Background: an optimization exercise with open tools, aiming at small area, a short achievable clock period and few clock cycles per item. Do not read the settings as production practice. The RTL was checked by simulation tests, not by an equivalence proof against the original design. Power and IR drop assume default switching activity.

## trial 96
==> flow/design.v <==
package nsqrt_pkg;
   localparam logic [31:0] NEG_ONE_Q16 = 32'hFFFF_0000;
   localparam logic [31:0] TOL_RESET   = 32'h0001_0000;
endpackage
module newton_square_root_top (
   input  logic               clock,
   input  logic               reset,
   input  logic               req_valid,
   output logic               req_stall,
   input  logic signed [31:0] req_radicand,
   output logic               rsp_valid,
   input  logic               rsp_stall,
   output logic signed [31:0] rsp_root,
   output logic [6:0]         rsp_steps_taken,
   output logic               rsp_negative_input,
   input  logic               csr_write_enable,
   input  logic [31:0]        csr_write_data
);
   typedef enum logic [3:0] {
      S_IDLE, S_INIT, S_CHK0, S_UPD, S_DIV, S_CYC, S_OUT, S_OUTP
   } state_type;
   state_type   state_ff;
   logic [31:0] tol_ff;
   logic [31:0] w_ff;       
   logic [3:0]  k_ff;       
   logic [4:0]  cnt_ff;     
   logic [30:0] x_ff;
   logic [23:0] q_ff;
   logic [32:0] p_ff;       
   logic [32:0] x3_ff;      
   logic [6:0]  n_ff;
   logic        neg_ff;
   logic        pend_ff;    
   logic        big_ff;     
   logic [34:0] acc_ff;     
   logic        accc_ff;    
   logic [16:0] sqm_ff;     
   logic        sqp_ff;     
   logic [32:0] sqw_ff;     
   logic        cdone_ff;   
   logic        fresh_ff;   
   logic        cpass_ff, cle0_ff, czero_ff;
   always_ff @(posedge clock) begin
      if (reset) tol_ff <= nsqrt_pkg::TOL_RESET;
      else if (csr_write_enable) tol_ff <= csr_write_data;
   end
   assign req_stall          = !(state_ff == S_IDLE || state_ff == S_OUT);
   assign rsp_valid          = (state_ff == S_OUT || state_ff == S_OUTP);
   assign rsp_root           = {neg_ff, {15{neg_ff}} | x_ff[30:16], x_ff[15:0]};
   assign rsp_steps_taken    = n_ff;
   assign rsp_negative_input = neg_ff;
   logic [30:0] a;
   logic        a_ge1;
   logic [4:0]  half_bl;    
   assign a     = w_ff[30:0];
   assign a_ge1 = |a[30:16];
   logic [30:0] sa;
   logic        sa_ge1, sa_pos;
   logic [17:0] e0;
   assign sa     = (state_ff == S_INIT) ? w_ff[30:0] : req_radicand[30:0];
   assign sa_pos = (state_ff == S_INIT) ? !w_ff[31] && (w_ff[30:0] != 31'd0)
                                        : !req_radicand[31] && (req_radicand[30:0] != 31'd0);
   assign sa_ge1 = |sa[30:16];
   assign e0     = sa[17:0] - 18'h08000;
   always_comb begin
      half_bl = 5'd0;
      for (int i = 0; i < 31; i++)
         if (a[i]) half_bl = 5'((i + 2) / 2);
   end
   logic [3:0] k_init;
   assign k_init = 4'(((5'd8 + half_bl) | 5'd1) + 5'd1 >> 1);
   logic [4:0] cnt_cur;     
   assign cnt_cur = fresh_ff ? 5'd26 - {k_init, 1'b0} : cnt_ff;
   logic        sq_done, c_pass;
   logic [33:0] acc_mag;
   logic        sq_idle;
   assign sq_idle = (sqm_ff == 17'd0) && !sqp_ff;
   assign sq_done = sq_idle && !accc_ff;
   logic        bd_neg, bd_two, bd_zero;
   logic [34:0] bd_add;
   assign bd_neg  = sqm_ff[1] && !(sqm_ff[0] && sqp_ff);
   assign bd_zero = (sqm_ff[1] == sqm_ff[0]) && (sqm_ff[0] == sqp_ff);
   assign bd_two  = (sqm_ff[1] != sqm_ff[0]) && (sqm_ff[0] == sqp_ff);
   assign bd_add  = (bd_two ? {1'b0, sqw_ff, 1'b0} : {2'b00, sqw_ff}) ^ {35{bd_neg}};
   logic [34:0] bd_term;
   logic [18:0] acc_lo_add;
   logic [16:0] acc_hi_add;
   assign bd_term    = (sq_idle || bd_zero) ? 35'd0 : bd_add;
   assign acc_lo_add = {1'b0, acc_ff[17:0]} + {1'b0, bd_term[17:0]} + {18'd0, bd_neg && !sq_idle && !bd_zero};
   assign acc_hi_add = acc_ff[34:18] + bd_term[34:18] + {16'd0, accc_ff};
   assign acc_mag = acc_ff[33:0] ^ {34{acc_ff[34]}};
   assign c_pass  = {acc_mag, 1'b0} < {2'b00, tol_ff, acc_ff[34]};
   logic [1:0]  div_next;   
   logic [33:0] t1, t2, t3;
   logic        d1, d2, d3, div_first, div_last;
   logic [30:0] p_new;
   assign div_first = (cnt_ff == 5'd0);
   assign div_last  = (cnt_ff[3:0] == k_ff - 4'd1);
   always_comb begin
      unique case (cnt_ff[2:0])
         3'd0: div_next = w_ff[7:6];
         3'd1: div_next = w_ff[5:4];
         3'd2: div_next = w_ff[3:2];
         3'd3: div_next = w_ff[1:0];
         default: div_next = 2'b00;
      endcase
      if (cnt_ff[4:3] != 2'b00) div_next = 2'b00;
   end
   assign t1 = {1'b0, p_ff} - {3'b000, x_ff};
   assign t2 = {1'b0, p_ff} - {2'b00, x_ff, 1'b0};
   assign t3 = {1'b0, p_ff} - {1'b0, x3_ff};
   assign d1 = !t1[33];
   assign d2 = !t2[33];
   assign d3 = !t3[33] && !div_first;
   assign p_new = d3 ? t3[30:0] : d2 ? t2[30:0] : d1 ? t1[30:0] : p_ff[30:0];
   logic [32:0] upd_s;
   logic [30:0] upd_d;
   logic [31:0] upd_r;
   assign upd_s = {2'b00, x_ff} + (state_ff == S_UPD ? {9'd0, q_ff} : {1'b0, x_ff, 1'b0});
   assign upd_d = x_ff - {7'd0, q_ff};
   assign upd_r = {1'b0, p_ff[32:2]} + (upd_d[0] ? {8'd0, q_ff} : 32'd0);
   logic [4:0] qf_bf, qf_bf_ff;
   logic [5:0] qf_bm, qf_bm_ff;
   logic [31:0] qf_rt;
   logic        qf;
   assign qf_rt = ~acc_ff[31:0] | tol_ff;
   always_comb begin
      qf_bf = 5'd0;
      qf_bm = 6'd0;
      for (int i = 0; i < 17; i++)
         if (sqm_ff[i]) qf_bf = 5'(i + 1);
      for (int i = 0; i < 32; i++)
         if (qf_rt[i]) qf_bm = 6'(i + 1);
   end
   assign qf = (cnt_ff == 5'd1) && ({qf_bf_ff, 1'b0} >= qf_bm_ff + 6'd3);
   logic chk_ready, chk_pass, chk_le0;
   assign chk_ready = big_ff || cdone_ff || qf;
   assign chk_pass  = !big_ff && !qf && cpass_ff;
   assign chk_le0   = !big_ff && !qf && cle0_ff;
   always_ff @(posedge clock) begin
      if (!sq_done) begin
         acc_ff  <= {acc_hi_add, acc_lo_add[17:0]};
         accc_ff <= acc_lo_add[18];
      end
      if (!sq_idle) begin
         sqp_ff <= sqm_ff[1];
         sqm_ff <= sqm_ff >> 2;
         sqw_ff <= sqw_ff << 2;
      end
      cdone_ff <= sq_done;
      qf_bf_ff <= qf_bf;
      qf_bm_ff <= qf_bm;
      cpass_ff <= c_pass;
      cle0_ff  <= acc_ff[34];
      czero_ff <= (acc_ff == 35'd0);
      if (((state_ff == S_IDLE || state_ff == S_OUT) && req_valid) || state_ff == S_INIT) begin
         fresh_ff <= 1'b1;
         cdone_ff <= 1'b0;
         accc_ff  <= 1'b0;
         sqp_ff   <= 1'b0;
         if (sa_ge1) begin
            acc_ff <= ~35'h0_4000_0000;
            big_ff <= e0[17] || |sa[30:18];
            sqm_ff <= e0[16:0];
            sqw_ff <= {16'd0, e0[16:0]};
         end else begin
            acc_ff <= ~{3'd0, sa[15:0], 16'd0};
            big_ff <= 1'b0;
            sqm_ff <= 17'd1;
            sqw_ff <= 33'h1_0000_0000;
         end
      end
      if (reset) begin
         state_ff <= S_IDLE;
      end else begin
         unique case (state_ff)
            S_IDLE: begin
               w_ff <= req_radicand;
               if (req_valid) state_ff <= sa_pos ? S_CHK0 : S_INIT;
            end
            S_INIT: begin
               fresh_ff <= 1'b1;
               neg_ff   <= w_ff[31];
               n_ff     <= '0;
               x_ff     <= '0;
               state_ff <= sa_pos ? S_CHK0 : S_OUT;
            end
            S_CHK0: begin
               if (fresh_ff) begin
                  fresh_ff <= 1'b0;
                  n_ff     <= '0;
                  neg_ff   <= 1'b0;
                  p_ff     <= '0;
                  k_ff     <= k_init;
                  x_ff     <= a_ge1 ? a : 31'h0001_0000;
                  q_ff     <= a_ge1 ? 24'h01_0000 : {8'd0, a[15:0]};
               end
               if (cnt_cur >= 5'd4) begin
                  w_ff   <= w_ff << 4;
                  cnt_ff <= cnt_cur - 5'd4;
               end else begin
                  if (cnt_cur != 5'd0) w_ff <= w_ff << 2;
                  cnt_ff <= 5'd0;
               end
               if (chk_ready) begin
                  if (chk_pass) state_ff <= S_OUT;
                  else if (cnt_cur <= 5'd4) state_ff <= S_UPD;
               end
            end
            S_UPD: begin
               x_ff     <= upd_s[31:1];
               n_ff     <= n_ff + 7'd1;
               p_ff     <= {9'd0, w_ff[31:8]};
               q_ff     <= '0;
               cnt_ff   <= '0;
               pend_ff  <= 1'b1;
               cdone_ff <= 1'b0;
               big_ff   <= |upd_d[30:18];
               acc_ff   <= ~{3'd0, upd_r};
               accc_ff  <= 1'b0;
               sqm_ff   <= upd_d[17:1];
               sqw_ff   <= {16'd0, upd_d[17:1]};
               sqp_ff   <= 1'b0;
               state_ff <= S_DIV;
            end
            S_DIV: begin
               cnt_ff <= cnt_ff + 5'd1;
               q_ff   <= {q_ff[21:0], d2, d3 | (d1 & !d2)};
               p_ff   <= {p_new, div_next};
               if (div_first) x3_ff <= upd_s;
               if (pend_ff && chk_ready) begin
                  if (chk_pass) begin
                     state_ff <= S_OUT;
                  end else if (chk_le0) begin
                     state_ff <= S_CYC;
                     cdone_ff <= 1'b0;
                     sqm_ff   <= 17'd1;
                     sqw_ff   <= {1'b0, x_ff, 1'b1};
                     sqp_ff   <= 1'b0;
                  end else begin
                     pend_ff <= 1'b0;
                     if (div_last) state_ff <= S_UPD;
                  end
               end else if (!pend_ff && div_last) begin
                  state_ff <= S_UPD;
               end else if (pend_ff && div_last) begin
                  cnt_ff <= cnt_ff;
                  q_ff   <= q_ff;
                  p_ff   <= p_ff;
                  state_ff <= S_DIV;
               end
            end
            S_CYC: begin
               if (cdone_ff) begin
                  state_ff <= S_OUT;
                  n_ff     <= 7'd100;
                  if (czero_ff) begin
                     if (cpass_ff) begin
                        x_ff[0] <= 1'b1;
                        n_ff    <= n_ff + 7'd1;
                     end else begin
                        x_ff[0] <= n_ff[0];
                     end
                  end
               end
            end
            S_OUT: begin
               w_ff <= req_radicand;
               if (req_valid) state_ff <= rsp_stall ? S_OUTP : sa_pos ? S_CHK0 : S_INIT;
               else if (!rsp_stall) state_ff <= S_IDLE;
            end
            S_OUTP: if (!rsp_stall) state_ff <= S_INIT;
            default: state_ff <= S_IDLE;
         endcase
      end
   end
endmodule
clock: 11.0 ns
lec_check: 0
cap_margin: 20
core_margin: 2
core_utilization: 30
slew_margin: 20
setup_slack_margin: 7.0
standard.sh (not shown) runs the stock make flow with config.mk's settings and CLKGATE_MAP_FILE= SYNTH_SCRIPT=/design/flow/synth_recipe.tcl, a recipe that flattens the netlist after the stock synthesis.
==> flow/flow/run.sh <==
#!/bin/bash
# The standard layout, with timing repair aiming well below the clock period.
set -euo pipefail
echo "export SETUP_SLACK_MARGIN = 7.0" >> config.mk
bash standard.sh > standard.log 2>&1
Testbench counts of trial 96, summed over its fixed seeds: cycles 32,936, items 640.
For build 83, these inputs were changed with respect to trial 96:
--- a/flow/design.v
+++ b/flow/design.v
@@ -37,9 +37,7 @@
    logic [16:0] sqm_ff;     
    logic        sqp_ff;     
    logic [32:0] sqw_ff;     
-   logic        cdone_ff;   
    logic        fresh_ff;   
-   logic        cpass_ff, cle0_ff, czero_ff;
    always_ff @(posedge clock) begin
       if (reset) tol_ff <= nsqrt_pkg::TOL_RESET;
       else if (csr_write_enable) tol_ff <= csr_write_data;
@@ -57,9 +55,8 @@
    logic [30:0] sa;
    logic        sa_ge1, sa_pos;
    logic [17:0] e0;
-   assign sa     = (state_ff == S_INIT) ? w_ff[30:0] : req_radicand[30:0];
-   assign sa_pos = (state_ff == S_INIT) ? !w_ff[31] && (w_ff[30:0] != 31'd0)
-                                        : !req_radicand[31] && (req_radicand[30:0] != 31'd0);
+   assign sa     = w_ff[30:0];
+   assign sa_pos = !w_ff[31] && (w_ff[30:0] != 31'd0);
    assign sa_ge1 = |sa[30:16];
    assign e0     = sa[17:0] - 18'h08000;
    always_comb begin
@@ -134,9 +131,9 @@
    end
    assign qf = (cnt_ff == 5'd1) && ({qf_bf_ff, 1'b0} >= qf_bm_ff + 6'd3);
    logic chk_ready, chk_pass, chk_le0;
-   assign chk_ready = big_ff || cdone_ff || qf;
-   assign chk_pass  = !big_ff && !qf && cpass_ff;
-   assign chk_le0   = !big_ff && !qf && cle0_ff;
+   assign chk_ready = big_ff || sq_done || qf;
+   assign chk_pass  = !big_ff && !qf && c_pass;
+   assign chk_le0   = !big_ff && !qf && acc_ff[34];
    always_ff @(posedge clock) begin
       if (!sq_done) begin
          acc_ff  <= {acc_hi_add, acc_lo_add[17:0]};
@@ -147,15 +144,10 @@
          sqm_ff <= sqm_ff >> 2;
          sqw_ff <= sqw_ff << 2;
       end
-      cdone_ff <= sq_done;
       qf_bf_ff <= qf_bf;
       qf_bm_ff <= qf_bm;
-      cpass_ff <= c_pass;
-      cle0_ff  <= acc_ff[34];
-      czero_ff <= (acc_ff == 35'd0);
-      if (((state_ff == S_IDLE || state_ff == S_OUT) && req_valid) || state_ff == S_INIT) begin
+      if (state_ff == S_INIT) begin
          fresh_ff <= 1'b1;
-         cdone_ff <= 1'b0;
          accc_ff  <= 1'b0;
          sqp_ff   <= 1'b0;
          if (sa_ge1) begin
@@ -176,7 +168,7 @@
          unique case (state_ff)
             S_IDLE: begin
                w_ff <= req_radicand;
-               if (req_valid) state_ff <= sa_pos ? S_CHK0 : S_INIT;
+               if (req_valid) state_ff <= S_INIT;
             end
             S_INIT: begin
                fresh_ff <= 1'b1;
@@ -214,7 +206,6 @@
                q_ff     <= '0;
                cnt_ff   <= '0;
                pend_ff  <= 1'b1;
-               cdone_ff <= 1'b0;
                big_ff   <= |upd_d[30:18];
                acc_ff   <= ~{3'd0, upd_r};
                accc_ff  <= 1'b0;
@@ -233,7 +224,6 @@
                      state_ff <= S_OUT;
                   end else if (chk_le0) begin
                      state_ff <= S_CYC;
-                     cdone_ff <= 1'b0;
                      sqm_ff   <= 17'd1;
                      sqw_ff   <= {1'b0, x_ff, 1'b1};
                      sqp_ff   <= 1'b0;
@@ -251,11 +241,11 @@
                end
             end
             S_CYC: begin
-               if (cdone_ff) begin
+               if (sq_done) begin
                   state_ff <= S_OUT;
                   n_ff     <= 7'd100;
-                  if (czero_ff) begin
-                     if (cpass_ff) begin
+                  if (acc_ff == 35'd0) begin
+                     if (c_pass) begin
                         x_ff[0] <= 1'b1;
                         n_ff    <= n_ff + 7'd1;
                      end else begin
@@ -266,7 +256,7 @@
             end
             S_OUT: begin
                w_ff <= req_radicand;
-               if (req_valid) state_ff <= rsp_stall ? S_OUTP : sa_pos ? S_CHK0 : S_INIT;
+               if (req_valid) state_ff <= rsp_stall ? S_OUTP : S_INIT;
                else if (!rsp_stall) state_ff <= S_IDLE;
             end
             S_OUTP: if (!rsp_stall) state_ff <= S_INIT;
Results
Adder and majority gate portion of the synthesized area: build 83 vs trial 96 up 0.35 points. Trial 96 → build 83: number of cell instances on the worst register-to-register path shows a reduction of 10; post-synthesis compound-gate area fraction now sits higher. Going from trial 96 to build 83, power density normalized to cell area went up 10%, cell count after synthesis shrank by 121, met3 wire length went down. Going from trial 96 to build 83, layout net count shows a reduction of 3.5%; remaining antenna violation count after routing shows no meaningful change; routed wire length shows a reduction of 12000 µm. The clock power in build 83 sits about 6% above the value recorded for trial 96.
Testbench counts of build 83, summed over its fixed seeds: cycles 32,568, items 640.

========
== the reference run ==
Another version of the RTL of newton_square_root_top (not shown whole).
For scale: roughly 3,300 cells after synthesis, about 310 flip-flops, roughly 110 I/O pins.
clock: 11.0 ns
lec_check: 0
cap_margin: 20
core_margin: 2
core_utilization: 30
slew_margin: 20
setup_slack_margin: 7.0
Scripts as last shown in full above: flow/flow/run.sh
Testbench counts of the reference run, summed over its fixed seeds: cycles 32,728, items 640.
[inputs] the trial run vs the reference run
--- a/flow/design.v
+++ b/flow/design.v
@@ -62,17 +62,17 @@
    always_comb begin
       half_bl = 5'd0;
       for (int i = 0; i < 31; i++)
          if (a[i]) half_bl = 5'((i + 2) / 2);
    end
    logic [3:0] k_init;
    assign k_init = 4'(((5'd8 + half_bl) | 5'd1) + 5'd1 >> 1);
    logic [4:0] cnt_cur;     
-   assign cnt_cur = cnt_ff;
+   assign cnt_cur = fresh_ff ? 5'd26 - {k_init, 1'b0} : cnt_ff;
    logic        sq_done, c_pass;
    logic [33:0] acc_mag;
    logic        sq_idle;
    assign sq_idle = (sqm_ff == 17'd0) && !sqp_ff;
    assign sq_done = sq_idle && !accc_ff;
    logic        bd_act_ff, bd_neg_ff, bd_two_ff;
    logic [2:0]  bd_step, bd_upd, bd_init;
    logic [2:0]  bd_one;    
@@ -97,18 +97,16 @@
    assign acc_mag = acc_ff[33:0] ^ {34{acc_ff[34]}};
    assign c_pass  = {acc_mag, 1'b0} < {2'b00, tol_ff, acc_ff[34]};
    logic [1:0]  div_next;   
    logic [33:0] t1, t2, t3;
    logic        d1, d2, d3, div_first, div_last;
    logic [30:0] p_new;
    assign div_first = (cnt_ff == 5'd0);
    assign div_last  = (cnt_ff[3:0] == k_ff - 4'd1);
-   logic div_done;
-   assign div_done  = (cnt_ff == {1'b0, k_ff});
    always_comb begin
       unique case (cnt_ff[2:0])
          3'd0: div_next = w_ff[7:6];
          3'd1: div_next = w_ff[5:4];
          3'd2: div_next = w_ff[3:2];
          3'd3: div_next = w_ff[1:0];
          default: div_next = 2'b00;
       endcase
@@ -181,29 +179,28 @@
       end else begin
          unique case (state_ff)
             S_IDLE: begin
                w_ff <= req_radicand;
                if (req_valid) state_ff <= S_INIT;
             end
             S_INIT: begin
                fresh_ff <= 1'b1;
-               k_ff     <= k_init;
-               cnt_ff   <= 5'd26 - {k_init, 1'b0};
                neg_ff   <= w_ff[31];
                n_ff     <= '0;
                x_ff     <= '0;
                state_ff <= sa_pos ? S_CHK0 : S_OUT;
             end
             S_CHK0: begin
                if (fresh_ff) begin
                   fresh_ff <= 1'b0;
                   n_ff     <= '0;
                   neg_ff   <= 1'b0;
                   p_ff     <= '0;
+                  k_ff     <= k_init;
                   x_ff     <= a_ge1 ? a : 31'h0001_0000;
                   q_ff     <= a_ge1 ? 24'h01_0000 : {8'd0, a[15:0]};
                end
                if (cnt_cur >= 5'd4) begin
                   w_ff   <= w_ff << 4;
                   cnt_ff <= cnt_cur - 5'd4;
                end else begin
                   if (cnt_cur != 5'd0) w_ff <= w_ff << 2;
@@ -226,44 +223,44 @@
                accc_ff  <= 1'b0;
                sqm_ff   <= upd_d[17:1];
                {bd_act_ff, bd_neg_ff, bd_two_ff} <= bd_upd;
                sqw_ff   <= {16'd0, upd_d[17:1]};
                sqp_ff   <= 1'b0;
                state_ff <= S_DIV;
             end
             S_DIV: begin
-               if (!div_done) begin
-                  cnt_ff <= cnt_ff + 5'd1;
-                  q_ff   <= {q_ff[21:0], d2, d3 | (d1 & !d2)};
-                  p_ff   <= {p_new, div_next};
-               end
+               cnt_ff <= cnt_ff + 5'd1;
+               q_ff   <= {q_ff[21:0], d2, d3 | (d1 & !d2)};
+               p_ff   <= {p_new, div_next};
                if (div_first) x3_ff <= upd_s;
                if (pend_ff && chk_ready) begin
                   if (chk_pass) begin
                      state_ff <= S_OUT;
                   end else if (chk_le0) begin
                      state_ff <= S_CYC;
-                     fresh_ff <= 1'b1;
+                     sqm_ff   <= 17'd1;
+                     {bd_act_ff, bd_neg_ff, bd_two_ff} <= bd_one;
+                     sqw_ff   <= {1'b0, x_ff, 1'b1};
+                     sqp_ff   <= 1'b0;
                   end else begin
                      pend_ff <= 1'b0;
-                     if (div_last || div_done) state_ff <= S_UPD;
+                     if (div_last) state_ff <= S_UPD;
                   end
-               end else if (!pend_ff && (div_last || div_done)) begin
+               end else if (!pend_ff && div_last) begin
                   state_ff <= S_UPD;
+               end else if (pend_ff && div_last) begin
+                  cnt_ff <= cnt_ff;
+                  q_ff   <= q_ff;
+                  p_ff   <= p_ff;
+                  state_ff <= S_DIV;
                end
             end
             S_CYC: begin
-               if (fresh_ff) begin
-                  fresh_ff <= 1'b0;
-                  sqm_ff   <= 17'd1;
-                  {bd_act_ff, bd_neg_ff, bd_two_ff} <= bd_one;
-                  sqw_ff   <= {1'b0, x_ff, 1'b1};
-                  sqp_ff   <= 1'b0;
-               end else if (sq_done) begin
+               if (sq_done) begin
                   state_ff <= S_OUT;
                   n_ff     <= 7'd100;
                   if (acc_ff == 35'd0) begin
                      if (c_pass) begin
                         x_ff[0] <= 1'b1;
                         n_ff    <= n_ff + 7'd1;
                      end else begin
                         x_ff[0] <= n_ff[0];
==> comparison <==
Between the reference run and the trial run, global routing usage summed across all routing layers increased.
Overall power ended up 6.8% lower on the trial run than on the reference run.
From the reference run to the trial run the numbers moved as follows: setup slack stayed essentially flat, multi-input combinational cell count +139, placed instance count increased by about 5% relative to the old numbers, part of the total power dissipated in sequential elements rose by 0.7 points, mean cell area of the mapped netlist went down 0.26 um^2.
Delta (the trial run minus the reference run): largest net degree at the start of global routing now sits higher, number of CTS-inserted buffers -2.6%.
Min sequential share of layout area across the reference run and the trial run: the trial run
Clock share of power in the trial run is 0.5 points below the reference run.
On clock latency at the later pin of the worst-skew pair, the reference run tracks the trial run almost exactly.
Testbench counts of the trial run, summed over its fixed seeds: cycles 32,568, items 640.

[what the ideal ports hide]
Ports are ideal in the flow. The routed layouts listed here were re-timed in OpenROAD.
Step 1 sets driving cells, clkbuf_16 on the clock port and buf_2 on the other inputs (assumed; they add their load-dependent delay and slew).
Step 2 also shifts input and output timing later by t, the mid clock arrival at the registers, as if the neighbouring blocks saw the same clock.
Slacks: ideal / step 1 / step 2; pairs: ideal / step 1.
| run | t, ns | setup WS [ns] | worst data-port slew with drivers (ns) |
|---|---|---|---|
| trial 96 | 0.672 | 6.531 / 6.532 / 6.412 | 0.14 |
| build 83 | 0.644 | 6.990 / 6.969 / 6.556 | 0.06 |
| the reference run | 0.630 | 6.983 / 6.945 / 6.478 | 0.06 |
| the trial run | 0.631 | 6.981 / 6.927 / 6.524 | 0.05 |
After both steps every run listed still meets setup and hold. For the reference run, which loses most, drivers alone change the setup slack by -0.038 ns; drivers and shift together by -0.505 ns.
